Background: an optimization exercise with open tools, aiming at small area, a short achievable clock period and few clock cycles. Do not read the settings as production practice. Only simulation tests tie the RTL to the original design; equivalence was not proved. Power is estimated from default activity; no workload was simulated.

<file path="design/flow/config.mk">
export PLATFORM = sky130hd
export DESIGN_NAME = cpu_idle_power_mode_controller
export DESIGN_NICKNAME = cpu_idle_power_mode_controller
export VERILOG_FILES = /design/flow/design.v
export SDC_FILE = /design/flow/constraint.sdc
export NUM_CORES = 4
export LEC_CHECK = 0
export CAP_MARGIN = 20
export CORE_MARGIN = 2
export CORE_UTILIZATION = 65
export CTS_CLUSTER_DIAMETER = 80
export CTS_CLUSTER_SIZE = 25
export SETUP_SLACK_MARGIN = 3.1
export SLEW_MARGIN = 70
</file>
<file path="design/flow/constraint.sdc">
create_clock -name core_clock -period 5.5 [get_ports {clk}]
set_input_delay 1.1000 -clock core_clock [delete_from_list [all_inputs] [get_ports {clk}]]
set_output_delay 1.1000 -clock core_clock [all_outputs]
set_load 0.01 [all_outputs]
</file>
<file path="design/flow/design.v">
`default_nettype none
package cipm_pkg;
  localparam int NUM_CPUS  = 8;
  localparam int NUM_MODES = 4;
  localparam int CPU_IDX_W  = (NUM_CPUS > 1) ? $clog2(NUM_CPUS) : 1;
  localparam int MODE_IDX_W = (NUM_MODES > 1) ? $clog2(NUM_MODES) : 1;
  typedef enum logic [1:0] {
    CMD_ENTER   = 2'd0,
    CMD_EXIT    = 2'd1,
    CMD_DISABLE = 2'd2,
    CMD_ENABLE  = 2'd3
  } cmd_e;
  typedef enum logic [1:0] {
    KIND_PLAIN   = 2'd0,
    KIND_CLUSTER = 2'd1,
    KIND_SYSTEM  = 2'd2,
    KIND_OTHER   = 2'd3
  } kind_e;
  typedef enum logic [2:0] {
    REG_SIBLINGS      = 3'd0,
    REG_ENTRY_ALLOWED = 3'd1,
    REG_RESIDENCY     = 3'd2,
    REG_PSCI_CODE     = 3'd3,
    REG_KIND          = 3'd4,
    REG_ONLINE        = 3'd5,
    REG_CLUSTER_MAP   = 3'd6
  } cfg_reg_e;
  localparam logic [7:0] COUNT_MAX = 8'hFF;
  typedef struct packed {
    logic [31:0] mode_siblings;
    logic [31:0] mode_entry_allowed;
    logic [63:0] mode_residency;
    logic [63:0] mode_psci_code;
    logic [7:0]  mode_kind;
    logic [7:0]  online_mask;
    logic [15:0] cpu_cluster_map;
  } cfg_t;
  typedef struct packed {
    logic [1:0]  cmd;
    logic [2:0]  cpu;
    logic [31:0] base_index;
    logic [15:0] sleep_length;
    logic        cancel;
    logic [1:0]  mode_type;
    logic        system_refused;
  } req_t;
  typedef struct packed {
    logic [31:0] result_index;
    logic [3:0]  entered_modes;
    logic [3:0]  exited_modes;
    logic [7:0]  wake_cpus;
    logic        core_off;
    logic        core_on;
    logic        cluster_off;
    logic        cluster_on;
    logic [1:0]  cluster_number;
    logic        system_enter;
    logic        system_exit;
    logic        exit_cancelled;
  } rsp_t;
  function automatic logic ge16(input logic [15:0] a, input logic [15:0] b);
    logic [15:0] gt;
    logic [15:0] eq;
    gt = a & ~b;
    eq = ~(a ^ b);
    for (int w = 1; w < 16; w = w * 2) begin
      for (int i = 0; i < 16; i = i + 2 * w) begin
        gt[i] = gt[i + w] | (eq[i + w] & gt[i]);
        eq[i] = eq[i + w] & eq[i];
      end
    end
    ge16 = gt[0] | eq[0];
  endfunction
  function automatic logic [7:0] inc8(input logic [7:0] x);
    logic carry;
    carry = 1'b1;
    for (int i = 0; i < 8; i++) begin
      inc8[i] = x[i] ^ carry;
      carry   = carry & x[i];
    end
  endfunction
  function automatic logic [7:0] dec8(input logic [7:0] x);
    logic borrow;
    borrow = 1'b1;
    for (int i = 0; i < 8; i++) begin
      dec8[i] = x[i] ^ borrow;
      borrow  = borrow & !x[i];
    end
  endfunction
endpackage
`default_nettype wire
`default_nettype none
module cipm_cfg_regs (
  input  wire logic        clk,
  input  wire logic        rst,
  input  wire logic        cfg_valid,
  output logic             cfg_ready,
  input  wire logic [2:0]  cfg_index,
  input  wire logic [63:0] cfg_data,
  output cipm_pkg::cfg_t             regs
);
  logic [63:0] wdata;    
  logic [7:0]  wdata_on;   
  logic [6:0]  we;
  assign cfg_ready = 1'b1;
  assign wdata     = rst ? 64'd0 : cfg_data;
  assign wdata_on  = rst ? 8'hFF : cfg_data[7:0];
  always_comb begin
    for (int i = 0; i < 7; i++) begin
      we[i] = rst || (cfg_valid && (cfg_index == 3'(i)));
    end
  end
  always_ff @(posedge clk) begin
    if (we[cipm_pkg::REG_SIBLINGS])      regs.mode_siblings      <= wdata[31:0];
    if (we[cipm_pkg::REG_ENTRY_ALLOWED]) regs.mode_entry_allowed <= wdata[31:0];
    if (we[cipm_pkg::REG_RESIDENCY])     regs.mode_residency     <= wdata;
    if (we[cipm_pkg::REG_PSCI_CODE])     regs.mode_psci_code     <= wdata;
    if (we[cipm_pkg::REG_KIND])          regs.mode_kind          <= wdata[7:0];
    if (we[cipm_pkg::REG_ONLINE])        regs.online_mask        <= wdata_on;
    if (we[cipm_pkg::REG_CLUSTER_MAP])   regs.cpu_cluster_map    <= wdata[15:0];
  end
endmodule
`default_nettype wire
`default_nettype none
module cipm_engine (
  input  wire logic           clk,
  input  wire logic           rst,
  input  wire logic           req_valid,
  output logic                req_ready,
  input  cipm_pkg::req_t      req,
  input  cipm_pkg::cfg_t      regs,
  input  wire logic           res_wr,
  input  wire logic           out_ready,
  output logic                out_valid,
  output cipm_pkg::rsp_t      out_rsp
);
  localparam int NC = cipm_pkg::NUM_CPUS;
  localparam int NM = cipm_pkg::NUM_MODES;
  logic [NC-1:0]          cpu_down;
  logic [NC-1:0][15:0]    cpu_sleep;
  logic [NC-1:0][NM-1:0]  cpu_ge;
  logic [NM-1:0]          mode_down;
  logic [NM-1:0][7:0]     mode_count;
  logic                   rc_busy;    
  logic                   rc_load;    
  logic                   rc_cmp;     
  logic                   rc_wr;      
  logic [2:0]             rc_idx;
  logic                   a_valid;
  logic [2:0]             a_cpu;
  logic                   a_enter;
  logic                   a_exit;
  logic [NM-1:0]          a_ge;
  logic [NM-1:0]          a_ent;
  logic [NM-1:0]          a_ext;
  logic [NM-1:0]          a_dis;
  logic [NM-1:0]          a_ena;
  logic [1:0]             a_cluster;
  logic [31:0]            a_base;
  logic                   a_cancel;
  logic [NM-1:0][NC-1:0]  sib;
  logic [NM-1:0][NC-1:0]  need;       
  logic [NM-1:0]          kind_cl;
  logic [NM-1:0]          kind_sys;
  always_comb begin
    for (int m = 0; m < NM; m++) begin
      sib[m]      = regs.mode_siblings[8*m +: NC];
      need[m]     = regs.mode_siblings[8*m +: NC] & regs.online_mask[NC-1:0];
      kind_cl[m]  = (regs.mode_kind[2*m +: 2] == cipm_pkg::KIND_CLUSTER);
      kind_sys[m] = (regs.mode_kind[2*m +: 2] == cipm_pkg::KIND_SYSTEM);
    end
  end
  logic b_free;
  logic a_free;
  logic b_adv;
  logic accept;
  logic both_full;
  assign b_free    = !out_valid || out_ready;
  assign a_free    = !a_valid || b_free;
  assign b_adv     = a_valid && b_free;
  assign req_ready = !rc_busy && (out_ready || !both_full);
  assign accept    = req_valid && req_ready;
  always_ff @(posedge clk) begin
    if (rst) begin
      both_full <= 1'b0;
    end else begin
      both_full <= (a_free ? accept : a_valid) && (b_free ? a_valid : out_valid);
    end
  end
  logic [15:0]   cmp_sleep;
  logic [NM-1:0] cmp_ge;
  logic [NM-1:0] in_member;
  logic [NM-1:0] in_allowed;
  logic          in_online;
  logic          in_enter;
  logic          in_exit;
  logic          in_dis;
  logic          in_ena;
  logic [NM-1:0] in_ent;
  logic [NM-1:0] in_ext;
  logic [NM-1:0] in_dis_m;
  logic [NM-1:0] in_ena_m;
  assign cmp_sleep = rc_cmp ? a_base[15:0] : req.sleep_length;
  assign in_enter  = (req.cmd == cipm_pkg::CMD_ENTER);
  assign in_exit   = (req.cmd == cipm_pkg::CMD_EXIT);
  assign in_dis    = (req.cmd == cipm_pkg::CMD_DISABLE);
  assign in_ena    = (req.cmd == cipm_pkg::CMD_ENABLE);
  assign in_online = regs.online_mask[req.cpu];
  always_comb begin
    for (int m = 0; m < NM; m++) begin
      cmp_ge[m]     = cipm_pkg::ge16(cmp_sleep, regs.mode_residency[16*m +: 16]);
      in_member[m]  = regs.mode_siblings[8*m + req.cpu];
      in_allowed[m] = regs.mode_entry_allowed[8*m + req.cpu];
      in_ent[m]     = in_enter && in_member[m] && in_allowed[m]
                      && (cmp_ge[m] || !in_online)
                      && !(kind_sys[m] && req.system_refused);
      in_ext[m]     = in_exit && in_member[m];
      in_dis_m[m]   = in_dis && in_member[m] && (regs.mode_kind[2*m +: 2] == req.mode_type);
      in_ena_m[m]   = in_ena && in_member[m] && (regs.mode_kind[2*m +: 2] == req.mode_type);
    end
  end
  always_ff @(posedge clk) begin
    if (rst) begin
      a_valid <= 1'b0;
    end else if (a_free) begin
      a_valid <= accept;
    end
  end
  always_ff @(posedge clk) begin
    if (a_free) begin
      a_cpu     <= req.cpu;
      a_enter   <= in_enter;
      a_exit    <= in_exit;
      a_ge      <= cmp_ge;
      a_ent     <= in_ent;
      a_ext     <= in_ext;
      a_dis     <= in_dis_m;
      a_ena     <= in_ena_m;
      a_cluster <= regs.cpu_cluster_map[2*req.cpu +: 2];
      if (rc_load)       a_base <= {16'd0, cpu_sleep[rc_idx]};
      else if (in_enter) a_base <= req.base_index;
      else               a_base <= 32'd0;
      a_cancel  <= req.cancel;
    end
  end
  always_ff @(posedge clk) begin
    for (int c = 0; c < NC; c++) begin
      if (accept && in_enter && (req.cpu == c[2:0])) begin
        cpu_sleep[c] <= req.sleep_length;
      end
    end
  end
  logic [NC-1:0]  a_sel;
  logic [NM-1:0]  cnt_zero;
  logic [NM-1:0]  cnt_full;
  logic [NM-1:0]  entered;
  logic [NM-1:0]  exited;
  logic [NM-1:0]  woken;
  logic [NM-1:0]  sib_ok;
  logic [NM-1:0][7:0] count_next;
  cipm_pkg::rsp_t rsp_next;
  always_comb begin
    for (int c = 0; c < NC; c++) a_sel[c] = (a_cpu == c[2:0]);
    for (int m = 0; m < NM; m++) begin
      cnt_zero[m] = (mode_count[m] == 8'd0);
      cnt_full[m] = (mode_count[m] == cipm_pkg::COUNT_MAX);
      sib_ok[m] = 1'b1;
      for (int c = 0; c < NC; c++) begin
        if (need[m][c] && !a_sel[c] && !(cpu_down[c] && cpu_ge[c][m])) sib_ok[m] = 1'b0;
      end
      entered[m] = a_ent[m] && cnt_zero[m] && sib_ok[m];
      exited[m]  = a_ext[m] && mode_down[m];
      woken[m]   = a_dis[m] && cnt_zero[m];
      if (a_dis[m] && !cnt_full[m])      count_next[m] = cipm_pkg::inc8(mode_count[m]);
      else if (a_ena[m] && !cnt_zero[m]) count_next[m] = cipm_pkg::dec8(mode_count[m]);
      else                               count_next[m] = mode_count[m];
    end
    rsp_next = '0;
    rsp_next.result_index   = a_base;
    rsp_next.entered_modes  = entered;
    rsp_next.exited_modes   = exited;
    rsp_next.core_off       = a_enter;
    rsp_next.core_on        = a_exit;
    rsp_next.cluster_number = a_cluster;
    rsp_next.cluster_off    = |(entered & kind_cl);
    rsp_next.system_enter   = |(entered & kind_sys);
    rsp_next.cluster_on     = |(exited & kind_cl);
    rsp_next.system_exit    = |(exited & kind_sys);
    rsp_next.exit_cancelled = |(exited & kind_sys) && a_cancel;
    for (int m = 0; m < NM; m++) begin
      if (entered[m]) rsp_next.result_index[15:0] = rsp_next.result_index[15:0]
                                                    | regs.mode_psci_code[16*m +: 16];
      if (woken[m])   rsp_next.wake_cpus = rsp_next.wake_cpus | need[m];
    end
  end
  always_ff @(posedge clk) begin
    if (rst) begin
      out_valid  <= 1'b0;
      cpu_down   <= '0;
      mode_down  <= '0;
      mode_count <= '0;
    end else begin
      if (b_free) begin
        out_valid <= a_valid;
      end
      if (b_adv) begin
        if (a_enter) cpu_down <= cpu_down | a_sel;
        if (a_exit)  cpu_down <= cpu_down & ~a_sel;
        mode_down  <= (mode_down | entered) & ~exited;
        mode_count <= count_next;
      end
    end
  end
  always_ff @(posedge clk) begin
    if (b_free) begin
      out_rsp <= rsp_next;
    end
  end
  always_ff @(posedge clk) begin
    if (rst) begin
      rc_busy <= 1'b0;
      rc_load <= 1'b0;
      rc_cmp  <= 1'b0;
      rc_wr   <= 1'b0;
      rc_idx  <= '0;
    end else if (res_wr) begin
      rc_busy <= 1'b1;
      rc_load <= 1'b1;
      rc_cmp  <= 1'b0;
      rc_wr   <= 1'b0;
      rc_idx  <= '0;
    end else begin
      rc_busy <= rc_load;
      rc_cmp <= rc_load;
      rc_wr  <= rc_cmp;
      if (rc_load) begin
        rc_load <= (rc_idx != 3'(NC - 1));
      end
      if (rc_load || rc_cmp) begin
        rc_idx  <= rc_idx + 3'd1;
      end
    end
  end
  logic [2:0] rc_widx;
  assign rc_widx = rc_idx - 3'd2;
  always_ff @(posedge clk) begin
    for (int c = 0; c < NC; c++) begin
      if ((rc_wr && (rc_widx == c[2:0])) || (b_adv && a_enter && a_sel[c])) begin
        cpu_ge[c] <= a_ge;
      end
    end
  end
endmodule
`default_nettype wire
`default_nettype none
module cpu_idle_power_mode_controller (
  input  wire logic        clk,
  input  wire logic        rst,
  input  wire logic        req_valid,
  output logic             req_ready,
  input  wire logic [1:0]  req_cmd,
  input  wire logic [2:0]  req_cpu,
  input  wire logic [31:0] req_base_index,
  input  wire logic [15:0] req_sleep_length,
  input  wire logic        req_cancel,
  input  wire logic [1:0]  req_mode_type,
  input  wire logic        req_system_refused,
  output logic             rsp_valid,
  input  wire logic        rsp_ready,
  output logic [31:0]      rsp_result_index,
  output logic [3:0]       rsp_entered_modes,
  output logic [3:0]       rsp_exited_modes,
  output logic [7:0]       rsp_wake_cpus,
  output logic             rsp_core_off,
  output logic             rsp_core_on,
  output logic             rsp_cluster_off,
  output logic             rsp_cluster_on,
  output logic [1:0]       rsp_cluster_number,
  output logic             rsp_system_enter,
  output logic             rsp_system_exit,
  output logic             rsp_exit_cancelled,
  input  wire logic        cfg_valid,
  output logic             cfg_ready,
  input  wire logic [2:0]  cfg_index,
  input  wire logic [63:0] cfg_data
);
  cipm_pkg::cfg_t regs;
  cipm_pkg::req_t req;
  logic out_valid;
  cipm_pkg::rsp_t out_rsp;
  logic res_wr;
  assign req.cmd            = req_cmd;
  assign req.cpu            = req_cpu;
  assign req.base_index     = req_base_index;
  assign req.sleep_length   = req_sleep_length;
  assign req.cancel         = req_cancel;
  assign req.mode_type      = req_mode_type;
  assign req.system_refused = req_system_refused;
  assign res_wr = cfg_valid && (cfg_index == cipm_pkg::REG_RESIDENCY);
  cipm_cfg_regs u_cfg_regs (
    .clk       (clk),
    .rst       (rst),
    .cfg_valid (cfg_valid),
    .cfg_ready (cfg_ready),
    .cfg_index (cfg_index),
    .cfg_data  (cfg_data),
    .regs      (regs)
  );
  cipm_engine u_engine (
    .clk       (clk),
    .rst       (rst),
    .req_valid (req_valid),
    .req_ready (req_ready),
    .req       (req),
    .regs      (regs),
    .res_wr    (res_wr),
    .out_ready (rsp_ready),
    .out_valid (out_valid),
    .out_rsp   (out_rsp)
  );
  assign rsp_valid          = out_valid;
  assign rsp_result_index   = out_rsp.result_index;
  assign rsp_entered_modes  = out_rsp.entered_modes;
  assign rsp_exited_modes   = out_rsp.exited_modes;
  assign rsp_wake_cpus      = out_rsp.wake_cpus;
  assign rsp_core_off       = out_rsp.core_off;
  assign rsp_core_on        = out_rsp.core_on;
  assign rsp_cluster_off    = out_rsp.cluster_off;
  assign rsp_cluster_on     = out_rsp.cluster_on;
  assign rsp_cluster_number = out_rsp.cluster_number;
  assign rsp_system_enter   = out_rsp.system_enter;
  assign rsp_system_exit    = out_rsp.system_exit;
  assign rsp_exit_cancelled = out_rsp.exit_cancelled;
endmodule
`default_nettype wire
</file>
<file path="design/flow/flow/run.sh">
#!/bin/bash
# Layout flow: the standard flow, with the port buffers of buffer_ports made from
# sky130_fd_sc_hd__buf_1 instead of the cell buffer_ports picks by itself. The synthesis is the
# standard one, unchanged. Each step's full output goes to a log of its own in this folder.
set -euo pipefail
bash standard.sh synth > synth.log 2>&1
export BUFFER_PORTS_ARGS="-buffer_cell sky130_fd_sc_hd__buf_1"
bash standard.sh floorplan > floorplan.log 2>&1
bash standard.sh place > place.log 2>&1
bash standard.sh cts > cts.log 2>&1
bash standard.sh route > route.log 2>&1
bash standard.sh finish > finish.log 2>&1
</file>
<file path="design/flow/standard.sh">
#!/bin/bash
# synth_recipe.tcl (not shown) runs the flow's synth.tcl, then flattens the netlist and writes it again
# the make line also repeats each setting of config.mk as NAME=value (left out here)
make -C /OpenROAD-flow-scripts/flow DESIGN_CONFIG=/design/flow/config.mk WORK_HOME=/design/flow/orfs CLKGATE_MAP_FILE= SYNTH_SCRIPT=/design/flow/synth_recipe.tcl "${@:-finish}"
</file>
==> results of run 1 <==
## where the power goes
| part | switching [mW] | leakage [nW] | internal, mW |
|---|---|---|---|
| clock network | 1.31 | 0.414 | 1.04 |
| logic | 0.562 | 4.06 | 0.401 |
| registers | 0.154 | 5.45 | 4.87 |
## stage by stage
| stage | hold WS, ns | util | instance area [um2] |
|---|---|---|---|
| 3_3_place_gp | 0.4007 | 0.7080 | 25310 |
| 3_5_place_dp | 0.4054 | 0.7232 | 25850 |
| 5_1_grt | 0.4377 | 0.7918 | 28300 |
| 4_1_cts | 0.4253 | 0.7693 | 27500 |
| 2_1_floorplan | 0.4003 | - | 24350 |
| 6_report | 0.4287 | 0.7918 | 28300 |
## area by class of cell
type / count / area, um2
flip-flops and latches: 555 / 16140
multi-input cells: 943 / 8391
fillers: 2018 / 7442
repair buffers: 299 / 2018
clock buffers: 35 / 748.2
well taps: 461 / 576.8
inverters: 80 / 315.3
clock inverters: 9 / 111.4
## sequential cells by signal, summed over array words and instances (netlist names), 2 cells and up, named ones only
signal               count
u_cfg_regs.regs        224
u_engine.cpu_sleep     128
u_engine.out_rsp        57
u_engine.a_base         32
u_engine.cpu_ge         32
u_engine.mode_count     32
u_engine.a_dis           4
u_engine.a_ena           4
u_engine.a_ent           4
u_engine.a_ext           4
u_engine.a_ge            4
u_engine.mode_down       4
u_engine.a_cpu           3
u_engine.rc_idx          3
u_engine.a_cluster       2
## per-layer routing
metal	up-vias	GRT usage	share of wire
met4	0	0.1323	0.034
met1	7534	0.4410	0.39
met5	-	0	0
met2	787	0.5012	0.49
met3	109	0.03921	0.083
li1	6666	-	-
## placed cells by master, fill, tap and decap left out, drive strengths merged, types with 4 or more instances in the layout
cell type,netlist,final
dfxtp,54,54
and2,26,26
xnor2,9,9
a211o,4,4
o22ai,7,7
mux2,35,35
nand2,160,160
a21boi,8,8
ha,69,69
a222oi,8,8
a31o,4,4
or2,9,9
or3,7,7
nand3,38,38
nor2,106,106
nand2b,9,9
or4,8,8
nor2b,74,74
o21ai,56,56
edfxtp,501,501
a41o,5,5
inv,80,82
buf,25,292
nor3,27,27
a21oi,54,54
nand3b,9,9
a22oi,19,19
mux2i,13,13
nor4,6,6
xor2,34,34
o31ai,4,4
mux4,54,54
a2111oi,4,4
o2111ai,4,4
nand4,40,40
clkbuf,45,42
a2111o,4,4
## worst max-delay path, stage by stage
cell and delay [ns]:
buf_12 0.09, inv_8 0.03, a21oi_4 0.12, buf_6 0.12
## what timing repair did
action,CTS,global route
gates cloned,1,2
buffers inserted,33,24
pin swaps,38,57
hold buffers,0,0
resized for setup,123,93
setup endpoints to repair,100,65
## cell families (layout without fill, tap and decap cells)
| logic type | count (synthesis) | after routing | synth area share |
|---|---|---|---|
| compound gates | 197 | 197 | 0.05386 |
| xor+xnor | 43 | 43 | 0.01588 |
| fa+ha+maj | 69 | 69 | 0.03640 |
| buf+inv | 150 | 423 | 0.02633 |
| flops | 555 | 555 | 0.6799 |
| mux | 102 | 102 | 0.07338 |
| other cells | 1 | 1 | 0.0001581 |
| simple gates | 531 | 531 | 0.1141 |
## worst max-delay path by stage
| stage | from | to |
|---|---|---|
| after floorplan | rsp_ready | u_engine.cpu_ge[16] |
| after detailed placement | req_sleep_length[14] | u_engine.a_ent[3] |
| after global routing | req_sleep_length[1] | u_engine.a_ent[0] |
| final | rsp_ready | req_ready |
| after global placement | req_cpu[0] | u_engine.a_ena[2] |
| after CTS | rsp_ready | req_ready |
==> run notes, run 1 <==
Timing
The setup violation total in the final timing report is 0. Static timing analysis puts the maximum clock frequency at 391.0 MHz. Setup repair after global routing could not meet its margin everywhere. The setup TNS is 0 ns. The post-layout worst setup margin is 2.943 ns.

The final max-slew violation count was 0. The share of the clock period used by the worst path is 0.4650. The final period demand of the worst path is 2.557 ns. The final count of hold timing violations is 0.

Clock skew on the completed layout was measured at 0.02146 ns.

Routing
In the routed design, unresolved DRC markers number 0. The via density per instance is ~6.3. The final routed wirelength across all metal layers is 60600 um. In this run the remaining antenna-violating nets after routing total 0. In the final routed layout, each cell accounts on average for between 20 and 30 um. The number of detailed-route iterations in the first pass is 6. The routed layout has 15100 vias. In this run, the number of DRC markers left after iteration 0 of detailed routing was 1749.

Yosys
Counting flops and latches in the post-synthesis netlist gives between 500 and 600. For this run, asynchronously set or reset flops after synthesis account for 0. The cell area after technology mapping is 23720 um2.

After synthesis, the cell types taking the most area are edfxtp_1, mux4_2, dfxtp_1, ha_1, nand2_1. The post-synth net total is approximately 1800. The most numerous cell in the Yosys netlist is edfxtp_1. In the synthesized netlist the dominant register cell turns out to be edfxtp_1. Sorting the synthesized cells by how often they occur yields edfxtp_1, nand2_1, nor2_1.

The post-synthesis cell type with the largest combined area is edfxtp_1. The area share of the leading cell type in the synthesized netlist is 0.6343. The post-synthesis average cell area is 14.39 um2. Of the synthesized area, sequential elements account for 0.6799.

Synthesis produced 1648 cells. The number of enable flip-flop cells after synthesis is 501. For this run, the number of Yosys warnings is 2. The distinct cell type count of the synthesized netlist is 71.

Min path
Counting instances, the worst hold path has a depth of 0. The worst min-delay path endpoint is u_engine.out_rsp[43]. The worst hold path class is flip-flop to flip-flop. The startpoint identified for the worst hold timing path is u_engine.a_base[18].

Floorplanning
The floorplan row count is 69. The number of top-level pins is 189. The die outline height is 195.0 um. The core region area is between 30000 and 40000 um2. Measured along the x axis, the die boundary spans 195.0 um. The die covers 38030 um2. The initial utilization of the core area, before any placement, comes to 0.6636.

Global routing
The via count of the first global-routing pass is 14690. Summed over all layers, the global routing overflow is 0. The total track usage is 0.3125.

Entering global routing, the biggest net connects 62 pins. The first global-routing pass estimated 88200 um of wire. The initial antenna violation count is 1.

Clocking
Counting the buffers created by CTS gives 28. TritonCTS built the clock tree. The clock latency on the worst-skew pair is 0.60 ns.

CTS placed an instance of clkbuf_16 at the clock tree root. Clock-pin slew was measured on the worst setup and hold paths at 0.09 ns. The level count of the clock H-tree is 1. The clock sink count is between 500 and 600. The clock tree buffer depth is 3.

Pwr
The static power due to leakage is 9.918 nW. The highest ir drop seen on vdd is 0.0002414 V. The power density over the cells is about 300 nW/um2. The sum of internal, switching and leakage power is 8.335 mW.

Worst setup path
The critical register-to-register path endpoint is u_engine.a_ent[2]. Data on the critical path is required at its endpoint by 4.40 ns. The kind of capture point of the worst setup path is an output port. STA classifies the critical path startpoint as an input port. The worst register-to-register path has a setup slack of ~3.0 ns. The critical path in this run is classified as input port to output port. The top fanout value on the critical path is 2. The arrival time at the worst endpoint is 1.46 ns. The startpoint of the worst register-to-register path is u_engine.rc_cmp. Measured in cells, the most critical reg-to-reg path has a length of 9.

Final layout
The layout overhead on the synthesized area is 19.32%. The post-layout net count is 2105. The diode insertion count for antenna repair is 0. Of the cells placed in the final design, the portion with a size suffix greater than 1 is 0.2504. The filler-free cell count of the finished design is 2382.

Placement
The post-place setup slack is 2.019 ns. Input and output buffers added on the ports amount to 187. The total placed cells including tap cells is 2274. At the end of routability-driven placement, the weighted congestion stood at roughly 0.95. The post-detailed-placement half-perimeter wirelength is 41260 um.

Flow run
The tool flagged a number of max-cap violations equal to 0.

Outcome
The run finished with no timing, DRC or antenna violations.
Testbench counts, summed over its fixed seeds: cycles 21,366.
==> run 2: changes to the inputs <==
--- a/design/flow/config.mk
+++ b/design/flow/config.mk
@@ -10,5 +10,5 @@
 export CORE_UTILIZATION = 65
 export CTS_CLUSTER_DIAMETER = 80
 export CTS_CLUSTER_SIZE = 25
-export SETUP_SLACK_MARGIN = 3.1
+export SETUP_SLACK_MARGIN = 3.0
 export SLEW_MARGIN = 70
==> run 2 against run 1 <==
  * Flip-flop and latch count did not move
  * Critical path depth did not move
  * Power fell by 0.28%
  * Worst hold slack got worse by 0.0039 ns
  * Utilization fell by 1.4 points
  * Clock skew rose by 0.0013 ns
  * Die area did not move
  * Critical endpoint unchanged
  * Largest cell class unchanged
==> run notes, run 2 <==
Routing
The number of detailed-route iterations in the first pass is 6 (unchanged). The average wire length per cell after detail routing was 24.31 um (-4.5%). The detailed-route via count is 14850 (-1.6%). The via density per instance is 6.217 (-1.9%). The number of remaining DRC errors is 0 (unchanged). The final routed wirelength across all metal layers came to 58050 um (-4.2%). The first-iteration detailed-routing DRC count is 1539 (-12%). The remaining number of nets flagged by the antenna check after routing was 0 (unchanged).

Worst setup path
The required time reported for the critical path endpoint was 4.40 ns (about the same). The end point of the critical path is req_ready. The depth of the worst register-to-register path is 9 (unchanged).

STA classifies the critical path endpoint as an output port. The critical register-to-register path endpoint is u_engine.a_ge[3]. The startpoint of the worst register-to-register path is u_engine.rc_cmp. STA classifies the critical path startpoint as an input port. The top fanout value on the critical path was 3 (+1).

The arrival time at the worst endpoint is 1.49 ns (+0.03 ns). The worst setup path is of the input port to output port kind. The worst setup path startpoint is rsp_ready. The worst setup slack for register-to-register paths is 2.94 ns (-0.04 ns).

Clocking
The number of buffers created by CTS is 29 (+3.6%). The clock tree buffer depth is 3 (unchanged). The clock sink count is 555 (unchanged).

The clock-pin slew on the worst setup and hold paths was 0.09 ns (about the same). The clock latency on the worst-skew pair is 0.60 ns (about the same). The number of hold buffers added after cts came to 0 (unchanged). The level count of the clock H-tree came to 1 (unchanged).

The clock tree root buffer cell is clkbuf_16. TritonCTS built the clock tree.

Global routing
The met1 global-route usage came to 0.4330 (-0.007973). The largest net degree at the start of global routing is 58 (-6.5%). The via count of the first global-routing pass is 14330 (-2.5%). The most congested layer reported by global routing is met2.

The met3 layer usage reported by global route is 0.03351 (-0.005699). The global routing met2 resource utilization is 0.4988 (-0.002381). The total track usage is 0.3029 (-0.009603). The leftover overflow at the end of global routing came to 0 (unchanged).

The first-pass GRT wire length was 86040 um (-2.4%). The initial antenna violation count is 1 (unchanged).

Yosys
The post-synthesis sequential element count was 555 (unchanged). The sequential element share of the synthesized area was 0.6799 (unchanged). The biggest area contributor in the post-synthesis netlist is edfxtp_1. In the synthesized netlist the dominant register cell turns out to be edfxtp_1.

The area share of the leading cell type in the synthesized netlist is 0.6343 (unchanged). The number of enable flip-flop cells after synthesis was 501 (unchanged). The number of standard cells after synthesis is 1648 (unchanged).

Ranked by instance count, the synthesized netlist is headed by edfxtp_1, nand2_1, nor2_1. By area the synthesized netlist is led by edfxtp_1, mux4_2, dfxtp_1, ha_1, nand2_1. The distinct cell type count of the synthesized netlist is 71 (unchanged). The fraction of synthesis flops using an asynchronous set or reset pin came to 0 (unchanged).

The count of warnings emitted by yosys is 2 (unchanged). The post-synth net total is 1846 (unchanged). The cell area after technology mapping is 23720 um2 (unchanged). The most numerous cell in the Yosys netlist is edfxtp_1.

The post-synthesis average cell area is 14.39 um2 (unchanged).

Pwr
The static power due to leakage was 9.783 nW (-1.4%). The highest ir drop seen on vdd is 0.0002850 V (+18%). The power density over the cells came to 299.1 nW/um2 (+1.5%).

Floorplanning
The floorplan row count is 69 (unchanged). The die extent in x was 195.0 um (unchanged). The number of top-level pins is 189 (unchanged). The starting density of the core is 0.6636 (unchanged). The core region area was 35740 um2 (unchanged). The die outline height was 195.0 um (unchanged).

The overall die area was 38030 um2 (unchanged).

Timing
The post-layout worst setup margin is 2.910 ns (-0.03212 ns). The setup violation total in the final timing report is 0 (unchanged). The share of the clock period used by the worst path is 0.4708 (+0.005840). The setup TNS was 0 ns (unchanged). The worst hold margin is 0.4249 ns (-0.003882 ns). The final period demand of the worst path came to 2.590 ns (+0.03212 ns).

The achievable clock frequency is 386.2 MHz (-1.2%). The worst-case clock skew is 0.02278 ns (+0.001325 ns). Setup repair after global routing could not meet its margin everywhere. The final count of hold timing violations is 0 (unchanged). The final max-slew violation count is 0 (unchanged).

Final layout
The diode insertion count for antenna repair was 0 (unchanged). The most frequent standard cell in the layout excluding fill and tap cells is edfxtp_1. The library cells used most frequently in the layout, excluding fill and tap cells, are edfxtp_1, buf_1, nand2_1. The total of fill cells in the finished design was 2136 (+5.8%).

Counting flops per register, the top entry is u_cfg_regs.regs. Relative to the synthesized area, the layout overhead comes to 17.18%. The share of cells above drive strength 1 was 0.2247 (-0.02569). In the final layout, the registers with the most flip-flops are u_cfg_regs.regs (224), u_engine.cpu_sleep (128), u_engine.out_rsp (57).

The flip-flop count of the largest register, all copies and words added is 224 (unchanged). The post-layout net count is 2102 (-0.14%).

Min path
The worst hold path class is flip-flop to flip-flop.

Outcome
The run finished with no timing, DRC or antenna violations.

Flow run
The max-cap violation count is 0 (unchanged).

Placement
The post-detailed-placement half-perimeter wirelength came to 41040 um (-0.53%). The post-place setup slack came to 2.049 ns (+0.03021 ns). The placer congestion estimate is 0.9531 (+0.41%). The quantity of I/O buffers inserted on ports is 187 (unchanged).
==> run 2: worst max-delay path, stage by stage <==
cell and delay (ns):
buf_12 0.08, inv_8 0.03, a21oi_4 0.15, buf_6 0.12
==> run 2: layout make-up <==
cell class | instances | area (um2) | share of cell area
Clock buffer | 42 | 784.5 | 0.02823
Clock inverter | 12 | 125.1 | 0.004502
Inverter | 80 | 315.3 | 0.01135
Multi-Input combinational cell | 943 | 8001 | 0.2879
Sequential cell | 555 | 16140 | 0.5806
Tap cell | 461 | 576.8 | 0.02075
Timing Repair Buffer | 295 | 1853 | 0.06668
==> run 2: cells by family after synthesis <==
group	after synthesis	synth area share
other	1	0.0001581
adder cells (fa/ha/maj)	69	0.03640
AO/OA/AOI/OAI	197	0.05386
flip-flops	555	0.6799
XOR/XNOR	43	0.01588
multiplexers	102	0.07338
buffers and inverters	150	0.02633
AND/OR/NAND/NOR	531	0.1141
==> run 2: repair_timing <==
| action | CTS | global route |
|---|---|---|
| resized for setup | 50 | 85 |
| buffers inserted | 17 | 35 |
| gates cloned | 0 | 1 |
| endpoints found under the setup margin | 55 | 38 |
| pin swaps | 8 | 29 |
==> run 2: worst min-delay path by stage <==
stage	to	slack, ns	from	cells after the start
finish	u_engine.out_rsp[43]	0.42	u_engine.a_base[18]	0
global route	u_engine.out_rsp[56]	0.43	u_engine.a_base[31]	0
CTS	u_engine.out_rsp[49]	0.43	u_engine.a_base[24]	0
detailed placement	u_engine.out_rsp[42]	0.40	u_engine.a_base[17]	0
global placement	u_engine.out_rsp[48]	0.40	u_engine.a_base[23]	0
floorplan	u_engine.out_rsp[3]	0.40	u_engine.a_cluster[0]	0
==> run 2: report_power, final <==
part / switching (mW) / internal, mW
combinational: 0.536 / 0.379
clock: 1.35 / 1.04
sequential: 0.143 / 4.87
total: 2.03 / 6.28
==> run 2: stage by stage <==
stage / cell area, um2 / cells / total power [mW] / utilization
2_1_floorplan: 24330 / 1648 / 5.537 / -
3_3_place_gp: 25300 / 2241 / 5.824 / 0.7079
3_5_place_dp: 25860 / 2276 / 5.887 / 0.7234
4_1_cts: 27030 / 2347 / 8.239 / 0.7562
5_1_grt: 27790 / 2388 / 8.583 / 0.7776
6_report: 27790 / 2388 / 8.311 / 0.7776
==> run 2: metal layers <==
metal,vias to the layer above,wire length (um)
li1,6682,-
met3,112,4603
met1,7315,23050
met4,0,2022
met2,738,28370
met5,-,0
==> run 3: changes to the inputs <==
--- a/design/flow/config.mk
+++ b/design/flow/config.mk
@@ -8,7 +8,8 @@
 export CAP_MARGIN = 20
 export CORE_MARGIN = 2
 export CORE_UTILIZATION = 65
-export CTS_CLUSTER_DIAMETER = 80
-export CTS_CLUSTER_SIZE = 25
+export CTS_BUF_LIST = sky130_fd_sc_hd__clkbuf_8
+export CTS_CLUSTER_DIAMETER = 60
+export CTS_CLUSTER_SIZE = 20
 export SETUP_SLACK_MARGIN = 3.0
 export SLEW_MARGIN = 70
==> run 3 against run 2 <==
  * Cell count decreased by 0.63%
  * Maximum frequency up 0.48%
  * Via count fell by 0.36%
  * Worst hold slack hardly changed
  * Sequential share of layout area increased by 0.87 points
  * Clock power is 5% lower
  * Flip-flop and latch count unchanged
  * Largest power group unchanged
  * Die area did not move
==> run notes, run 3 <==
Final layout
The area growth from synthesis to layout is 15.44%. The most frequent standard cell in the layout excluding fill and tap cells is edfxtp_1. The area taken by flip-flops and latches was 16130 um2 (about the same). The area of the multi-input gates is 7924 um2 (-0.97%). The flip-flop count of the largest register, all copies and words added came to 224 (unchanged).

The register ranked first by flip-flop count is u_cfg_regs.regs. The library cells used most frequently in the layout, excluding fill and tap cells, are edfxtp_1, buf_1, nand2_1. The post-layout net count is 2087 (-0.71%).

The diode insertion count for antenna repair is 0 (unchanged). The largest registers in the layout are u_cfg_regs.regs (224), u_engine.cpu_sleep (128), u_engine.out_rsp (57). The share of cells above drive strength 1 was 0.2165 (-0.008174).

The final design instance area without fill is 27380 um2 (-1.5%). The filler-free cell count of the finished design was 2373 (-0.63%). The total of fill cells in the finished design came to 2188 (+2.4%).

Worst setup path
The top fanout value on the critical path was 3 (unchanged). The depth of the worst register-to-register path is 9 (unchanged). The startpoint of the worst register-to-register path is u_engine.rc_cmp. The maximum single-stage delay on the critical path came to 0.14 ns (about the same). The arrival time at the worst endpoint is 1.48 ns (about the same). The worst register-to-register path ends at u_engine.a_ent[3]. Traced cell by cell, the critical path runs through buf_12, inv_8, a21oi_4, buf_6. The kind of capture point of the worst setup path is an output port. The worst setup path is launched from an input port. The required time reported for the critical path endpoint was 4.40 ns (about the same). The worst setup slack for register-to-register paths is 3.01 ns (+0.07 ns).

The critical path start-end classification is input port to output port. The cell type of the slowest stage on the worst timing path is a21oi_4.

Global routing
The leftover overflow at the end of global routing was 0 (unchanged). The first-pass GRT wire length is 85530 um (-0.59%). The initial antenna violation count came to 1 (unchanged). The total track usage is 0.3030 (about the same). The via count of the first global-routing pass is 14270 (-0.41%). The largest net degree at the start of global routing is 58 (unchanged).

Yosys
The post-synthesis sequential element count came to 555 (unchanged). The post-synthesis average cell area was 14.39 um2 (unchanged). The fraction of synthesis flops using an asynchronous set or reset pin is 0 (unchanged).

Sorting the synthesized cells by how often they occur yields edfxtp_1, nand2_1, nor2_1. In the post-synthesis netlist, the biggest area contributors are edfxtp_1, mux4_2, dfxtp_1, ha_1, nand2_1. In the post-synthesis netlist, the cell with the most instances is edfxtp_1. The count of warnings emitted by yosys was 2 (unchanged).

The number of enable flip-flop cells after synthesis is 501 (unchanged). The area share of the leading cell type in the synthesized netlist is 0.6343 (unchanged). The sequential element share of the synthesized area is 0.6799 (unchanged). The post-synth net total is 1846 (unchanged).

The cell area after technology mapping is 23720 um2 (unchanged). The most common flop cell mapped by yosys is edfxtp_1. The number of standard cells after synthesis was 1648 (unchanged).

The post-synthesis cell type with the largest combined area is edfxtp_1. The distinct cell type count of the synthesized netlist was 71 (unchanged).

Timing
The achievable clock frequency is 388.0 MHz (+0.48%). The final count of hold timing violations came to 0 (unchanged). The final max-slew violation count is 0 (unchanged). The setup TNS is 0 ns (unchanged). The remaining max-slew budget at the tightest pin is 0.6602. The setup violation total in the final timing report came to 0 (unchanged). The share of the clock period used by the worst path is 0.4686 (-0.002258). Setup repair after global routing could not meet its margin everywhere. The final period demand of the worst path is 2.577 ns (-0.01242 ns).

The worst-case clock skew is 0.03834 ns (+0.01555 ns). The post-layout worst setup margin is 2.923 ns (+0.01242 ns). For the pin with the worst max-slew slack, the measured transition is 0.5052 ns.

Routing
The final routed wirelength across all metal layers is 57830 um (-0.37%). The average wire length per cell after detail routing came to 24.37 um (+0.26%). The number of remaining DRC errors came to 0 (unchanged). The number of detailed-route iterations in the first pass was 6 (unchanged). The remaining number of nets flagged by the antenna check after routing is 0 (unchanged). The first-iteration detailed-routing DRC count was 1596 (+3.7%). The via density per instance is 6.234 (+0.27%). The detailed-route via count came to 14790 (-0.36%).

Pwr
The highest ir drop seen on vdd is 0.0002675 V (-6.2%). The static power due to leakage is 9.608 nW (-1.8%). The relative contribution of sequential cells to total power is 0.615 (+0.012). The combinational group share of total power is 0.108 (-0.002). The cell-internal power is 6.119 mW (-2.6%).

The clock network power share is 0.278 (-0.009). The sum of internal, switching and leakage power is 8.146 mW (-2.0%). The net load switching power is 2.027 mW (-0.10%).

The switching portion of total power is 0.2488 (+0.004705). The power density over the cells is 297.5 nW/um2 (-0.51%).

Floorplanning
The floorplan row count is 69 (unchanged). The core region area is 35740 um2 (unchanged). The number of top-level pins was 189 (unchanged). The starting density of the core is 0.6636 (unchanged). The die extent in x is 195.0 um (unchanged). The die outline height is 195.0 um (unchanged).

The overall die area is 38030 um2 (unchanged).

Placement
The quantity of I/O buffers inserted on ports is 187 (unchanged). The post-place setup slack came to 2.049 ns (unchanged). The total placed cells including tap cells is 2276 (unchanged). The placed cell area came to 25860 um2 (unchanged). The post-detailed-placement half-perimeter wirelength came to 41040 um (unchanged). The placer congestion estimate is 0.9531 (unchanged).

Min path
The startpoint identified for the worst hold timing path is u_engine.a_base[19]. The worst min-delay path endpoint is u_engine.out_rsp[44]. The number of instances on the worst hold path came to 0 (unchanged). The min-delay analysis places its worst path in the category flip-flop to flip-flop.

Clocking
The clock tree root buffer cell is clkbuf_8. The clock tree buffer depth is 3 (unchanged). The clock latency on the worst-skew pair is 0.63 ns (+0.03 ns). The number of hold buffers added after cts is 0 (unchanged). The clock-pin slew on the worst setup and hold paths is 0.11 ns (+0.02 ns).

The clock sink count is 555 (unchanged). The number of buffers created by CTS came to 39 (+34%). The level count of the clock H-tree came to 2 (+1). TritonCTS built the clock tree.

Flow run
The max-cap violation count is 0 (unchanged).

Outcome
The flow ran to the end and the layout has no timing, DRC or antenna violations.
## run 3: cell types whose count changed in the layout (fill, tap and decap cells not counted), moves of 3 or more
cell / delta
a21oi_4: -3
buf_6: -6
clkbuf_1: -12
inv_1: +3
clkbuf_16: -29
a21oi_1: +3
clkbuf_2: +3
inv_6: -3
clkinv_2: +3
bufinv_16: +4
clkbuf_8: +39
buf_4: -23
## run 3: cells by family after synthesis
| logic type | count (synthesis) | share of synthesized area |
|---|---|---|
| other | 1 | 0.0001581 |
| AO/OA/AOI/OAI | 197 | 0.05386 |
| buffers and inverters | 150 | 0.02633 |
| multiplexers | 102 | 0.07338 |
| adder cells (fa/ha/maj) | 69 | 0.03640 |
| XOR/XNOR | 43 | 0.01588 |
| AND/OR/NAND/NOR | 531 | 0.1141 |
| flip-flops | 555 | 0.6799 |
## run 3: layout make-up
type | instances | share of cell area
multi-input cells | 943 | 0.2894
flip-flops and latches | 555 | 0.5893
inverters | 80 | 0.01152
clock buffers | 39 | 0.01961
repair buffers | 270 | 0.05827
clock inverters | 25 | 0.01079
well taps | 461 | 0.02107
## run 3: worst max path at each step
stage,startpoint,endpoint,slack [ns],cells past startpoint
2_1_floorplan,rsp_ready,u_engine.cpu_ge[16],2.50,6
3_3_place_gp,req_cmd[1],u_engine.cpu_sleep[73],1.88,4
3_5_place_dp,req_cmd[1],u_engine.cpu_sleep[69],2.05,9
4_1_cts,rsp_ready,req_ready,2.92,4
5_1_grt,req_sleep_length[2],u_engine.a_ent[0],2.91,9
6_report,rsp_ready,req_ready,2.92,4
## run 3: per-layer routing
metal,global-route usage,vias up,part of all wire
met1,0.4308,7282,0.40
met4,0.1040,0,0.035
met5,0,-,0
li1,-,6643,-
met2,0.4940,758,0.49
met3,0.03817,111,0.079
## run 3: worst max-delay path, delay by kind of cell
kind,cells,cell delay [ns]
buf+inv,3,0.23
compound gates,1,0.14
## run 3: timing repair
item                                    4_1_cts  5_1_grt
buffers inserted                             16       11
cloned                                        0        1
pin swaps                                     5       20
endpoints found under the setup margin       41       36
resized for setup                            40       47
## run 3: power by group through the flow
| stage | Clock (mW) | Combinational, mW | Sequential (mW) |
|---|---|---|---|
| 2_1_floorplan | 0 | 0.485 | 5.05 |
| 3_3_place_gp | 0 | 0.732 | 5.09 |
| 3_5_place_dp | 0 | 0.786 | 5.10 |
| 4_1_cts | 2.29 | 0.816 | 5.00 |
| 5_1_grt | 2.44 | 0.947 | 5.03 |
| 6_report | 2.26 | 0.877 | 5.01 |
## run 3: per-stage QoR
stage / utilization / hold WS, ns
final: 0.7660 / 0.4250
after global routing: 0.7660 / 0.4350
after CTS: 0.7530 / 0.4303
after detailed placement: 0.7234 / 0.4045
after global placement: 0.7079 / 0.4015
after floorplan: - / 0.4003
==> run 4: changes to the inputs <==
--- a/design/flow/config.mk
+++ b/design/flow/config.mk
@@ -7,7 +7,7 @@
 export LEC_CHECK = 0
 export CAP_MARGIN = 20
 export CORE_MARGIN = 2
-export CORE_UTILIZATION = 65
+export CORE_UTILIZATION = 60
 export CTS_BUF_LIST = sky130_fd_sc_hd__clkbuf_8
 export CTS_CLUSTER_DIAMETER = 60
 export CTS_CLUSTER_SIZE = 20
==> run 4 against run 3 <==
  * Non-clock buffer count increased by 25
  * Power decreased by 0.67%
  * Flip-flop and latch count unchanged
  * First-iteration DRC count decreased by 12%
==> run notes, run 4 <==
Outcome
The flow ran to the end and the layout has no timing, DRC or antenna violations.

Final layout
The most frequent standard cell in the layout excluding fill and tap cells is edfxtp_1. The post-layout net count is 2113 (+1.2%). The flip-flop count of the largest register, all copies and words added is 224 (unchanged). The area taken by flip-flops and latches was 16140 um2 (about the same).

Relative to the synthesized area, the layout overhead comes to 18.20%. The largest registers in the layout are u_cfg_regs.regs (224), u_engine.cpu_sleep (128), u_engine.out_rsp (57). The top cell types in the final layout, fill and taps aside, are edfxtp_1, buf_1, nand2_1. The total of fill cells in the finished design is 2574 (+18%). The area of the multi-input gates came to 8304 um2 (+4.8%). The post-route core utilization came to 0.7220 (-0.04398). The share of cells above drive strength 1 was 0.2479 (+0.03141). The diode insertion count for antenna repair is 0 (unchanged). More flip-flops sit in one register than any other, and that register is u_cfg_regs.regs.

Pwr
The power density over the cells is 288.6 nW/um2 (-3.0%). The cell-internal power is 5.996 mW (-2.0%). The clock network power share was 0.264 (-0.014).

The switching portion of total power is 0.2589 (+0.01017). The net load switching power came to 2.095 mW (+3.4%). The combinational group share of total power is 0.116 (+0.008). The highest ir drop seen on vdd is 0.0002644 V (-1.2%). The static power due to leakage was 9.843 nW (+2.4%). The relative contribution of sequential cells to total power is 0.621 (+0.006).

Global routing
The global routing met2 resource utilization came to 0.4680 (-0.02609). The first-pass GRT wire length is 87510 um (+2.3%). The met3 layer usage reported by global route is 0.03644 (-0.001733).

The global routing stage identified its most utilized layer as met2. The largest net degree at the start of global routing is 61 (+5.2%). The initial antenna violation count is 1 (unchanged). The via count of the first global-routing pass is 14360 (+0.61%).

The leftover overflow at the end of global routing is 0 (unchanged). The total track usage is 0.2894 (-0.01367). The met1 global-route usage was 0.4089 (-0.02189).

Clocking
The clock tree root buffer cell is clkbuf_8. TritonCTS built the clock tree. The clock latency on the worst-skew pair is 0.65 ns (+0.02 ns). The clock sink count is 555 (unchanged). The clock-pin slew on the worst setup and hold paths is 0.10 ns (about the same). The number of buffers created by CTS came to 40 (+2.6%).

The number of hold buffers added after cts is 0 (unchanged). The level count of the clock H-tree is 2 (unchanged). The clock tree buffer depth was 3 (unchanged).

Yosys
In the post-synthesis netlist, the biggest area contributors are edfxtp_1, mux4_2, dfxtp_1, ha_1, nand2_1. The post-synthesis sequential element count came to 555 (unchanged). The fraction of the mapped netlist area in simple logic gates was 0.1141 (unchanged).

The xor-xnor portion of the synthesized cell area was 0.01588 (unchanged). Ranked by instance count, the synthesized netlist is headed by edfxtp_1, nand2_1, nor2_1. The area share of the leading cell type in the synthesized netlist is 0.6343 (unchanged). The most numerous cell in the Yosys netlist is edfxtp_1. The fraction of synthesis flops using an asynchronous set or reset pin came to 0 (unchanged). The post-synth net total is 1846 (unchanged). The most used flip-flop cell after synthesis is edfxtp_1.

The count of warnings emitted by yosys is 2 (unchanged). After synthesis, the largest family of logic cells by area is simple AND/OR/NAND/NOR gates. The post-synthesis mux area share is 0.07338 (unchanged). The number of enable flip-flop cells after synthesis is 501 (unchanged). The sequential element share of the synthesized area was 0.6799 (unchanged). Summed over all instances, the cell type with the most area after synthesis is edfxtp_1. The cell area after technology mapping is 23720 um2 (unchanged). The compound-gate portion of the synthesized area is 0.05386 (unchanged). The fraction of the mapped netlist area in adder cells is 0.03640 (unchanged).

The distinct cell type count of the synthesized netlist came to 71 (unchanged). The number of standard cells after synthesis came to 1648 (unchanged). The post-synthesis average cell area is 14.39 um2 (unchanged).

Floorplanning
The core region area is 38830 um2 (+8.6%). The die outline height is 202.8 um (+4.0%). The number of top-level pins is 189 (unchanged). The overall die area was 41130 um2 (+8.2%). The floorplan row count was 72 (+4.3%). The die extent in x was 202.8 um (+4.0%). The starting density of the core is 0.6108 (-0.05273).

Routing
The first-iteration detailed-routing DRC count is 1408 (-12%). The number of detailed-route iterations in the first pass is 6 (unchanged). The detailed-route via count is 14740 (-0.38%). The remaining number of nets flagged by the antenna check after routing is 0 (unchanged). The number of remaining DRC errors came to 0 (unchanged). The final routed wirelength across all metal layers was 59550 um (+3.0%).

The average wire length per cell after detail routing is 24.27 um (-0.43%). The via density per instance is 6.006 (-3.7%).

Timing
The remaining max-slew budget at the tightest pin was 0.6555 (-0.004669). Setup repair after global routing could not meet its margin everywhere. The share of the clock period used by the worst path is 0.4721 (+0.003569). The final count of hold timing violations is 0 (unchanged). The setup TNS is 0 ns (unchanged).

The final max-slew violation count is 0 (unchanged). The setup violation total in the final timing report is 0 (unchanged). The achievable clock frequency was 385.1 MHz (-0.76%).

The final period demand of the worst path is 2.597 ns (+0.01963 ns). The worst-case clock skew was 0.04009 ns (+0.001750 ns). The actual slew at the worst max-slew pin is 0.5023 ns (-0.002835 ns).

Worst setup path
The required time reported for the critical path endpoint is 5.88 ns (+1.48 ns). The arrival time at the worst endpoint is 2.97 ns (+1.49 ns). The number of buffer and inverter instances along the worst setup path is 2 (-1). The signal on the critical path passes through clkbuf_4, mux2_4, buf_12, ha_4, a21oi_2, o21ai_2, a2111o_1, o21ai_4, a2111oi_4. The worst setup path is of the input port to flip-flop kind. The worst setup path is captured at a flip-flop. The largest individual stage delay along the critical path comes from the cell a2111o_1.

The maximum single-stage delay on the critical path is 0.35 ns (+0.21 ns). The top fanout value on the critical path came to 9 (+6). The top cell family by delay on the critical path is compound AO/OA/AOI/OAI gates. The type of origin of the critical path is an input port.

Flow run
The max-cap violation count is 0 (unchanged).

Min path
The min-delay analysis places its worst path in the category flip-flop to flip-flop.

Placement
The quantity of I/O buffers inserted on ports is 187 (unchanged). The post-detailed-placement half-perimeter wirelength is 41880 um (+2.0%). The placer congestion estimate came to 0.9592 (+0.64%).
==> run 4: cell counts after synthesis <==
No cell type changed its count.
==> run 4: layout make-up <==
cell class | instances | area share
tap | 518 | 0.02312
timing repair buffer | 295 | 0.06708
clock inverter | 23 | 0.007097
inverter | 80 | 0.01125
multi-input combinational | 943 | 0.2962
clock buffer | 40 | 0.01964
sequential | 555 | 0.5756
==> run 4: what timing repair did <==
item                       in CTS  in global routing
resized for setup              61                108
gates cloned                    1                  2
pin swaps                      14                 56
setup buffers                  27                 27
setup endpoints to repair      38                 44
==> run 4: cells by family (layout without fill, tap and decap cells) <==
kind of cell,count (synthesis),after routing
other,1,1
AOI/OAI and AO/OA,197,197
buffers and inverters,150,438
muxes,102,102
xor gates and xnor gates,43,43
and+or+nand+nor,531,531
DFF,555,555
adders and majority gates,69,69
==> run 4: power by group through the flow <==
| stage | logic (mW) | registers (mW) | clock network (mW) |
|---|---|---|---|
| global placement | 0.739 | 5.10 | 0 |
| detailed placement | 0.790 | 5.11 | 0 |
| floorplan | 0.485 | 5.05 | 0 |
| CTS | 0.836 | 5.01 | 2.18 |
| global route | 1.01 | 5.04 | 2.32 |
| finish | 0.935 | 5.02 | 2.14 |
==> run 4: routing by layer <==
layer / part of all wire / wire [um]
met3: 0.069 / 4081
met5: 0 / 0
met1: 0.41 / 24680
met4: 0.034 / 2046
met2: 0.48 / 28740
==> run 4: worst register-to-register path, stage by stage (launching register included) <==
cell and delay, ns:
dfxtp_4 0.42, clkbuf_16 0.17, mux2_4 0.35, buf_12 0.15
ha_4 0.24, a21oi_2 0.16, o21ai_2 0.10, a2111o_1 0.35
o21ai_4 0.27, a2111oi_4 0.11
==> run 4: worst paths after layout <==
check / from / to / slack (ns) / cells after the start
max: req_sleep_length[15] / u_engine.a_ent[3] / 2.90 / 9
min: u_engine.a_base[30] / u_engine.out_rsp[55] / 0.43 / 0
max reg2reg: u_engine.rc_cmp / u_engine.a_ent[3] / 2.92 / 9
min reg2reg: u_engine.a_base[30] / u_engine.out_rsp[55] / 0.43 / 0
==> run 4: through the flow <==
| stage | hold slack (ns) | instance area (um2) | setup slack [ns] | cells | power (mW) |
|---|---|---|---|---|---|
| floorplan | 0.4003 | 24330 | 2.502 | 1648 | 5.537 |
| global placement | 0.4010 | 25350 | 1.975 | 2295 | 5.839 |
| detailed placement | 0.4054 | 25980 | 2.043 | 2332 | 5.897 |
| CTS | 0.4306 | 27130 | 2.896 | 2423 | 8.026 |
| global route | 0.4420 | 28030 | 2.881 | 2454 | 8.371 |
| finish | 0.4293 | 28030 | 2.903 | 2454 | 8.092 |
==> run 5: changes to the inputs <==
--- a/design/flow/config.mk
+++ b/design/flow/config.mk
@@ -7,9 +7,10 @@
 export LEC_CHECK = 0
 export CAP_MARGIN = 20
 export CORE_MARGIN = 2
-export CORE_UTILIZATION = 60
+export CORE_UTILIZATION = 65
 export CTS_BUF_LIST = sky130_fd_sc_hd__clkbuf_8
-export CTS_CLUSTER_DIAMETER = 60
-export CTS_CLUSTER_SIZE = 20
+export CTS_CLUSTER_DIAMETER = 50
+export CTS_CLUSTER_SIZE = 16
+export GPL_ROUTABILITY_DRIVEN = 0
 export SETUP_SLACK_MARGIN = 3.0
 export SLEW_MARGIN = 70
==> run 5 against run 4 <==
  * Largest power group unchanged
  * Area after synthesis is the same
  * Flip-flop and latch count is the same
  * Critical path depth shrank 5
  * Highest routed layer unchanged
==> run notes, run 5 <==
Outcome
The run finished with no timing, DRC or antenna violations.

Clocking
The CTS tree is done. The clock-pin slew on the worst setup and hold paths was 0.10 ns (about the same). The number of buffers created by CTS is 49 (+23%).

The clock tree buffer depth is 3 (unchanged). The root buffer cell chosen for the clock tree is clkbuf_8. The number of hold buffers added after cts is 0 (unchanged).

The clock latency on the worst-skew pair is 0.66 ns (about the same). The level count of the clock H-tree came to 2 (unchanged). The clock sink count is 555 (unchanged).

Routing
The via density per instance came to 6.249 (+4.1%). The average wire length per cell after detail routing came to 23.99 um (-1.1%). The final routed wirelength across all metal layers is 57600 um (-3.3%).

The number of remaining DRC errors is 0 (unchanged). The detailed-route via count is 15000 (+1.8%). The first-iteration detailed-routing DRC count is 1745 (+24%).

The remaining number of nets flagged by the antenna check after routing was 0 (unchanged). The number of detailed-route iterations in the first pass is 9 (+3).

Final layout
The post-layout net count is 2103 (-0.47%). Counting flops per register, the top entry is u_cfg_regs.regs. The diode insertion count for antenna repair came to 0 (unchanged). The total of fill cells in the finished design is 2135 (-17%).

In the final layout, the registers with the most flip-flops are u_cfg_regs.regs (224), u_engine.cpu_sleep (128), u_engine.out_rsp (57). The final design instance area without fill is 27500 um2 (-1.9%). The flip-flop count of the largest register, all copies and words added was 224 (unchanged). The most frequent standard cell in the layout excluding fill and tap cells is edfxtp_1. The post-route core utilization is 0.7694 (+0.04738). The layout overhead on the synthesized area is 15.95%.

The top cell types in the final layout, fill and taps aside, are edfxtp_1, buf_1, nand2_1. The share of cells above drive strength 1 is 0.2206 (-0.02732).

Yosys
The cell area after technology mapping came to 23720 um2 (unchanged). The post-synthesis average cell area was 14.39 um2 (unchanged). The most common flop cell mapped by yosys is edfxtp_1.

The fraction of synthesis flops using an asynchronous set or reset pin came to 0 (unchanged). The area share of the leading cell type in the synthesized netlist is 0.6343 (unchanged). The number of enable flip-flop cells after synthesis is 501 (unchanged). The most numerous cell in the Yosys netlist is edfxtp_1. By area the synthesized netlist is led by edfxtp_1, mux4_2, dfxtp_1, ha_1, nand2_1. The distinct cell type count of the synthesized netlist is 71 (unchanged). The number of standard cells after synthesis came to 1648 (unchanged). The count of warnings emitted by yosys is 2 (unchanged). The sequential element share of the synthesized area is 0.6799 (unchanged). The biggest area contributor in the post-synthesis netlist is edfxtp_1. The post-synthesis sequential element count was 555 (unchanged). The commonest cells after synthesis are edfxtp_1, nand2_1, nor2_1. The post-synth net total is 1846 (unchanged).

Floorplanning
The number of top-level pins came to 189 (unchanged). The overall die area is 38030 um2 (-7.5%). The starting density of the core is 0.6636 (+0.05273).

The floorplan row count was 69 (-4.2%). The die outline height is 195.0 um (-3.8%). The core region area came to 35740 um2 (-7.9%). The die extent in x is 195.0 um (-3.8%).

Min path
The min-delay analysis places its worst path in the category flip-flop to flip-flop.

Timing
The actual slew at the worst max-slew pin is 0.5148 ns (+0.01251 ns). The share of the clock period used by the worst path is 0.4636 (-0.008565). The post-layout worst setup margin is 2.950 ns (+0.04711 ns). The remaining max-slew budget at the tightest pin is 0.6470 (-0.008578). The final max-slew violation count is 0 (unchanged).

Setup repair after global routing could not meet its margin everywhere. The setup TNS is 0 ns (unchanged). The setup violation total in the final timing report is 0 (unchanged). The worst-case clock skew was 0.02298 ns (-0.01711 ns). The achievable clock frequency is 392.2 MHz (+1.8%). The final period demand of the worst path is 2.550 ns (-0.04711 ns). The final count of hold timing violations was 0 (unchanged).

Worst setup path
The type of origin of the critical path is an input port. The required time reported for the critical path endpoint is 4.40 ns (-1.48 ns). The critical path in this run is classified as input port to output port. The worst setup slack for register-to-register paths is 3.02 ns (+0.10 ns). Traced cell by cell, the critical path runs through buf_12, inv_8, a21oi_4, buf_6. The top fanout value on the critical path was 2 (-7).

The maximum single-stage delay on the critical path is 0.12 ns (-0.23 ns). The worst setup path is captured at an output port. The arrival time at the worst endpoint is 1.45 ns (-1.52 ns). The cell type of the slowest stage on the worst timing path is a21oi_4.

Global routing
The first-pass GRT wire length is 85250 um (-2.6%). The initial antenna violation count is 0 (-1). The largest net degree at the start of global routing is 65 (+6.6%). The leftover overflow at the end of global routing is 0 (unchanged).

The total track usage is 0.3006 (+0.01123). The via count of the first global-routing pass is 14570 (+1.4%).

Pwr
The clock network power share is 0.292 (+0.028). The static power due to leakage is 9.746 nW (-0.99%). The power density over the cells is 301.4 nW/um2 (+4.4%). The cell-internal power is 6.174 mW (+3.0%). The net load switching power is 2.115 mW (+0.94%).

The switching portion of total power is 0.2552 (-0.003779). The combinational group share of total power is 0.105 (-0.011). The relative contribution of sequential cells to total power is 0.604 (-0.017). The highest ir drop seen on vdd is 0.0002452 V (-7.3%).

The sum of internal, switching and leakage power is 8.289 mW (+2.4%).

Placement
The placed cell area came to 25900 um2 (-0.30%). The quantity of I/O buffers inserted on ports is 187 (unchanged). The post-place setup slack came to 2.132 ns (+0.08900 ns).

The post-detailed-placement half-perimeter wirelength is 40270 um (-3.8%).

Flow run
The max-cap violation count is 0 (unchanged).
-- run 5: worst paths after layout --
kind | start | to | cells past startpoint
max | rsp_ready | req_ready | 4
min | u_engine.a_base[20] | u_engine.out_rsp[45] | 0
max reg2reg | u_engine.a_cpu[1] | u_engine.out_rsp[25] | 10
min reg2reg | u_engine.a_base[20] | u_engine.out_rsp[45] | 0
-- run 5: area by class of cell --
class | instances | area, um2 | share of cell area
inverters | 80 | 315.3 | 0.01147
multi-input cells | 943 | 7885 | 0.2867
repair buffers | 276 | 1618 | 0.05883
clock inverters | 35 | 265.3 | 0.009646
clock buffers | 51 | 701.9 | 0.02553
well taps | 461 | 576.8 | 0.02098
flip-flops and latches | 555 | 16140 | 0.5868
-- run 5: repair_timing --
item,in CTS,in global routing
cloned,0,1
pin swaps,9,16
endpoints found under the setup margin,41,37
resized for setup,50,24
setup buffers,27,8
-- run 5: worst max-delay path, delay by kind of cell --
kind | cells | cell delay [ns]
compound gates | 1 | 0.12
buf+inv | 3 | 0.23
-- run 5: power by group through the flow --
stage          logic [mW]  clock network (mW)  registers, mW
2_1_floorplan       0.485                   0           5.05
3_3_place_gp        0.730                   0           5.09
3_5_place_dp        0.783                   0           5.10
4_1_cts             0.825                2.45           5.00
5_1_grt             0.930                2.60           5.02
6_report            0.867                2.42           5.00
-- run 5: kinds of logic (layout without fill, tap and decap cells) --
logic type / count (synthesis) / count (layout) / share of synthesized area
other: 1 / 1 / 0.0001581
xor gates and xnor gates: 43 / 43 / 0.01588
and+or+nand+nor: 531 / 531 / 0.1141
DFF: 555 / 555 / 0.6799
adders and majority gates: 69 / 69 / 0.03640
buffers and inverters: 150 / 442 / 0.02633
muxes: 102 / 102 / 0.07338
AOI/OAI and AO/OA: 197 / 197 / 0.05386
-- run 5: metal layers --
layer	global-route usage	vias up	part of all wire
li1	-	6674	-
met1	0.4212	7350	0.40
met2	0.4860	801	0.48
met3	0.04352	179	0.083
met4	0.1168	0	0.040
met5	0	-	0
-- run 5: stage by stage --
step	hold slack, ns	instances
2_1_floorplan	0.4003	1648
3_3_place_gp	0.4015	2238
3_5_place_dp	0.4045	2275
4_1_cts	0.4311	2388
5_1_grt	0.4430	2401
6_report	0.4342	2401
==> run 6: changes to the inputs <==
--- a/design/flow/config.mk
+++ b/design/flow/config.mk
@@ -11,6 +11,5 @@
 export CTS_BUF_LIST = sky130_fd_sc_hd__clkbuf_8
 export CTS_CLUSTER_DIAMETER = 50
 export CTS_CLUSTER_SIZE = 16
-export GPL_ROUTABILITY_DRIVEN = 0
 export SETUP_SLACK_MARGIN = 3.0
 export SLEW_MARGIN = 70
==> run 6 against run 5 <==
  * Power rose by 0.37%
  * Sequential share of layout area fell by 0.12 points
  * Sequential power barely moved
  * Critical path depth did not move
  * Area after synthesis did not move
  * Synthesized cell count did not move
  * Highest routed layer unchanged
  * Wire length rose by 1.4%
  * Clock skew rose by 0.016 ns
  * Still clean
  * First-iteration DRC count fell by 14%
  * Register-to-register slack barely moved
  * Utilization rose by 0.14 points
==> run notes, run 6 <==
Outcome
The flow ran to the end and the layout has no timing, DRC or antenna violations.

Yosys
Counting instances in the post-synthesis netlist gives the leading cell types as edfxtp_1, nand2_1, nor2_1. The area share of the leading cell type in the synthesized netlist is 0.6343 (unchanged). Among all flip-flop cells after synthesis, the most frequent one is edfxtp_1. The most numerous cell in the Yosys netlist is edfxtp_1. The post-synthesis cell type with the largest combined area is edfxtp_1. By area the synthesized netlist is led by edfxtp_1, mux4_2, dfxtp_1, ha_1, nand2_1.

The post-synthesis sequential element count is 555 (unchanged). The number of standard cells after synthesis is 1648 (unchanged). The cell area after technology mapping is 23720 um2 (unchanged). The sequential element share of the synthesized area was 0.6799 (unchanged).

Global routing
The total track usage came to 0.3073 (+0.006762). The initial antenna violation count is 0 (unchanged). The via count of the first global-routing pass came to 14500 (-0.43%).

Worst setup path
The worst setup path is captured at an output port. In this design, the largest share of critical-path delay is due to buffers and inverters. The top fanout value on the critical path is 2 (unchanged).

Routing
The number of remaining DRC errors was 0 (unchanged). The routed metal-1 wirelength is 23320 um (+0.95%). The wire length on met3 was 4688 um (-1.5%). The first-iteration detailed-routing DRC count is 1493 (-14%).

The detailed-route via count is 14760 (-1.6%). The via density per instance is 6.140 (-1.7%). The number of detailed-route iterations in the first pass is 6 (-3).

Final layout
The post-route core utilization is 0.7708 (+0.001400). The diode insertion count for antenna repair was 0 (unchanged). The register ranked first by flip-flop count is u_cfg_regs.regs. Leaving out fill and tap cells, the most frequent cell in the layout is edfxtp_1. The flip-flop count of the largest register, all copies and words added is 224 (unchanged). The library cells used most frequently in the layout, excluding fill and tap cells, are edfxtp_1, buf_1, nand2_1.

From synthesis to final layout, the design area changed by 16.16%. The post-layout net count is 2103 (unchanged).

Clocking
The clock-pin slew on the worst setup and hold paths came to 0.09 ns (about the same). The clock tree buffer depth is 3 (unchanged). The clock tree root buffer cell is clkbuf_8. The number of hold buffers added after cts is 0 (unchanged). The clock latency on the worst-skew pair is 0.67 ns (about the same).

Min path
In this run the worst hold path is classified as flip-flop to flip-flop.

Timing
The setup violation total in the final timing report was 0 (unchanged). The worst-case clock skew came to 0.03881 ns (+0.01583 ns). The achievable clock frequency is 390.8 MHz (-0.37%).

The share of the clock period used by the worst path was 0.4653 (+0.001702). Setup repair after global routing could not meet its margin everywhere.

Floorplanning
The overall die area came to 38030 um2 (unchanged). The die outline height is 195.0 um (unchanged). The floorplan row count came to 69 (unchanged).

Pwr
The highest ir drop seen on vdd is 0.0002693 V (+9.8%).

Placement
The post-detailed-placement half-perimeter wirelength is 41040 um (+1.9%).

Flow run
The max-cap violation count is 0 (unchanged).
[run 6: cell counts after synthesis]
No cell type changed its count.
[run 6: what timing repair did]
action,CTS,global route
resized for setup,39,49
cloned,0,1
setup buffers,19,15
endpoints found under the setup margin,39,32
pin swaps,5,20
[run 6: cell type report]
| class | instances | area [um2] |
|---|---|---|
| inverter | 80 | 315.3 |
| clock inverter | 39 | 310.3 |
| timing repair buffer | 277 | 1612 |
| multi-input combinational | 943 | 7926 |
| fill | 2166 | 8193 |
| sequential | 555 | 16130 |
| tap | 461 | 576.8 |
| clock buffer | 49 | 674.4 |
[run 6: worst paths after layout]
check                      start                   end  slack [ns]  depth (start not counted)
min          u_engine.a_base[23]  u_engine.out_rsp[48]        0.43                          0
max reg2reg      u_engine.rc_cmp     u_engine.a_ent[3]        3.01                          8
max                    rsp_ready             req_ready        2.94                          4
min reg2reg  u_engine.a_base[23]  u_engine.out_rsp[48]        0.43                          0
[run 6: logic make-up after synthesis]
kind of cell,share of synthesized area
fa+ha+maj,0.03640
flops,0.6799
simple gates,0.1141
other cells,0.0001581
buf+inv,0.02633
xor+xnor,0.01588
mux,0.07338
compound gates,0.05386
[run 6: metal layers]
metal  global-route usage  up-vias
met5                    0        -
met4               0.1035        0
met3              0.05164      105
met2               0.5004      697
met1               0.4290     7282
li1                     -     6677
[run 6: through the flow]
step           std cells  total power [mW]  area (um2)
2_1_floorplan       1648             5.537       24330
5_1_grt             2404             8.597       27550
4_1_cts             2383             8.297       27080
3_3_place_gp        2241             5.824       25300
3_5_place_dp        2276             5.887       25860
6_report            2404             8.319       27550
[run 6: power breakdown]
group / internal, mW / leakage [nW] / switching, mW
combinational: 0.351 / 3.78 / 0.524
sequential: 4.87 / 5.44 / 0.141
clock: 1.02 / 0.550 / 1.42

[re-timing with driven ports]
Ports are ideal in the flow. The routed layouts listed here were re-timed in OpenROAD. Step 1, drivers: a clkbuf_16 drives clk and a buf_2 each remaining input, both assumed. Step 2 times the ports against the registers' clock, not the clock port: input delays grow and output delays shrink by t, the midpoint of the rising clock arrivals with the driver on. Slacks: no drivers / after step 1 / after step 2; pairs: no drivers / after step 1.
run	shift t [ns]	setup slack, ns
run 1	0.646	2.943 / 2.881 / 2.332
run 2	0.653	2.910 / 2.850 / 2.275
run 3	0.665	2.923 / 2.863 / 2.318
run 4	0.686	2.903 / 2.854 / 2.242
run 5	0.700	2.950 / 2.877 / 2.332
run 6	0.712	2.941 / 2.881 / 2.330
After both steps every run listed still meets setup and hold.
